Context: an optimization exercise on an open-source flow, tuned for small area and a short achievable clock period. The choices shown serve that exercise and are no tape-out recipe. The RTL was checked by simulation tests, not by an equivalence proof against the original design. Power and IR drop assume default switching activity.

## build 98
Design peripheral_packet_slave, start of the top module:
module peripheral_packet_slave #(
  parameter int DEPTH        = 32,
  parameter int READ_LATENCY = 2
) (
  input  logic        clk,
  input  logic        reset,
  input  logic [3:0]  av_nativeaddress,
  input  logic [3:0]  av_byteenable,
  input  logic        av_read,
  input  logic        av_write,
  input  logic [31:0] av_writedata,
  output logic        av_waitrequest,
  output logic [31:0] av_readdata,
  output logic        av_readdatavalid,
  output logic        av_endofpacket,
  input  logic [31:0] st_data,
  input  logic        st_valid,
  input  logic        st_endofpacket,
  output logic        st_ready
);
  logic [32:0]   mem [32];
  logic [4:0]    wr_ptr, rd_ptr;
  logic [5:0]    pkt_cnt;
  logic          empty, full;
  logic          head_eop;   
  logic [31:0]   scratch [3:15];
  logic          flush, push, pop, rd_acc, clr, inc, dec;
  logic [4:0]    rd_inc;
  logic [5:0]    level, pkt_inc, pkt_dec;
  logic [31:0]   wd_r;
  logic          s0_vld, s0_eop;
  logic [7:0]    s0_mhi;     
  logic [3:0]    s0_mlo;     
  logic [3:0]    s0_ahi;     
  logic [3:0]    s0_alo;     
  logic [11:0]   s0_stat;    
  logic          s1_vld, s1_eop;
  logic [31:0]   s1_dat;
  pkt_slave_waitreq u_waitreq (
    .rd(av_read), .empty(empty), .addr(av_nativeaddress), .y(av_waitrequest)
  );
  pkt_slave_stready u_stready (
    .full(full), .reset(reset), .wr(av_write), .be0(av_byteenable[0]),
    .wd0(av_writedata[0]), .addr(av_nativeaddress), .y(st_ready)
  );
  assign flush    = av_write & (av_nativeaddress == 4'd2) & av_byteenable[0] & av_writedata[0];
  assign push     = st_valid & ~full & ~reset & ~flush;
  assign rd_acc   = av_read & ~av_write & ~(av_nativeaddress == 4'd0 & empty);
  ...
Size in the first run: ~2700 cells after synthesis, roughly 1600 flip-flops, about 55000 um^2 of cells after synthesis.
clock: 4.5 ns
lec_check: 0
cap_margin: 20
core_margin: 2
core_utilization: 40
setup_slack_margin: 2.3
slew_margin: 20
synth_hierarchical: 1
standard.sh (not shown) runs the stock make flow with config.mk's settings and CLKGATE_MAP_FILE= SYNTH_SCRIPT=/design/flow/synth_recipe.tcl, a recipe that flattens the netlist after the stock synthesis.
==> flow/flow/run.sh <==
#!/bin/bash
bash standard.sh \
  BUFFER_PORTS_ARGS="-buffer_cell sky130_fd_sc_hd__buf_2" \
  CTS_ARGS="-sink_clustering_enable -repair_clock_nets -dont_use_dummy_load -sink_clustering_size 27 -sink_clustering_max_diameter 135" \
  finish > make.log 2>&1
Input-level comparison between build 57 and build 98:
Settings: swapping 40 for 50 in CORE_UTILIZATION.
==> flow/flow/run.sh <==
#!/bin/bash
bash standard.sh \
  BUFFER_PORTS_ARGS="-buffer_cell sky130_fd_sc_hd__buf_2" \
  CTS_ARGS="-sink_clustering_enable -repair_clock_nets -dont_use_dummy_load -sink_clustering_size 24 -sink_clustering_max_diameter 120" \
  finish > make.log 2>&1
Build 98 -> build 57: total power divided by cell area flat. Route | build 57 vs build 98 | wire longer in build 57. Summary: minimum clock period after layout, build 57 worse than build 98. Delta (build 57 minus build 98): first-pass GRT wire length +5.2%; count of clock-buffer cells in the layout increased by 6 relative to the old numbers; worst slew slack as a fraction of its limit saw a decrease. Against build 98, build 57 reports a setup slack after layout that is lower.
### build 57 -> build 82
Settings: changing CORE_UTILIZATION from 50 to 40; changing SETUP_SLACK_MARGIN from 2.3 to 2.2.
Notes after the runs:
Build 82 reports its launching instance or port of the critical path as av_writedata[0] while build 57 reports av_nativeaddress[1].
Build 57 → build 82: average wire per cell in the routed design went down 15%, fmax moved up, post-layout instance area decreased by 1.2% relative to the old numbers, layout-stage area growth over the synthesis result now smaller, die span in y rose 39 um.
[inputs] build 94 vs build 82
Settings: SETUP_SLACK_MARGIN: 2.2 -> 2.3.
==> flow/flow/run.sh <==
#!/bin/bash
bash standard.sh \
  BUFFER_PORTS_ARGS="-buffer_cell sky130_fd_sc_hd__buf_2" \
  CTS_ARGS="-sink_clustering_enable -repair_clock_nets -dont_use_dummy_load -sink_clustering_size 27 -sink_clustering_max_diameter 135" \
  finish > make.log 2>&1
## What came out
Between build 94 and build 82, it is build 94 whose maximum VDD drop is lower, by 17%.
Looking at switching component of the power, build 94 sits 0.041 mW lower than build 82 does.
Build 94 and build 82 ended up with roughly the same placed cell area.
Re power consumption: build 94 is 1.3% down on build 82.
There was hardly any difference in flip-flop and latch share of the layout cell area between build 94 and build 82.
There was hardly any difference in switching portion of total power between build 94 and build 82.
Final area: build 82 vs build 94 — no meaningful difference
What build 8 does differently from build 94 at the input level:
==> flow/flow/run.sh <==
#!/bin/bash
bash standard.sh \
  BUFFER_PORTS_ARGS="-buffer_cell sky130_fd_sc_hd__buf_2" \
  CTS_ARGS="-sink_clustering_enable -repair_clock_nets -dont_use_dummy_load -sink_clustering_size 24 -sink_clustering_max_diameter 120" \
  finish > make.log 2>&1
--- outcome ---
Compared with build 94, build 8 shows a clock power share that is 0.8 points higher. The final design instance area without fill was comparable across build 8 and build 94. Summary of build 8 over build 94: wire length per cell after detailed routing held steady, sequential power held steady.

## what the ideal ports hide
The results above use ideal ports. As a check the final layouts listed here were re-extracted and re-timed, cells and wires unchanged. Step 1 (the two cells are an assumption about what drives the block):
set clk [get_ports {clk}]
set_driving_cell -lib_cell sky130_fd_sc_hd__clkbuf_16 $clk
set_driving_cell -lib_cell sky130_fd_sc_hd__buf_2 [delete_from_list [all_inputs] $clk]
Step 2 times the ports against the registers' clock, not the clock port: input delays grow and output delays shrink by t, the midpoint of the rising clock arrivals with the driver on. a / b / c = ideal / step 1 / step 2; a / b = the first two.
run	t (ns)	setup slack, ns	worst setup path at the end	clock arrival spread, ns	cell pins on the clock port's net
build 98	0.742	2.062 / 2.001 / 1.588	input to register	0.054 / 0.055	1
build 57	0.738	1.998 / 1.977 / 1.538	input to register	0.052 / 0.052	1
build 82	0.740	2.028 / 1.989 / 1.566	input to register	0.084 / 0.084	1
build 94	0.742	2.062 / 2.001 / 1.588	input to register	0.054 / 0.055	1
build 8	0.758	2.061 / 2.000 / 1.585	input to register	0.052 / 0.052	1
After both steps setup and hold are still met in every run listed. The setup slack of build 8, which loses most, moves by -0.061 ns with the drivers and by -0.476 ns with both steps.
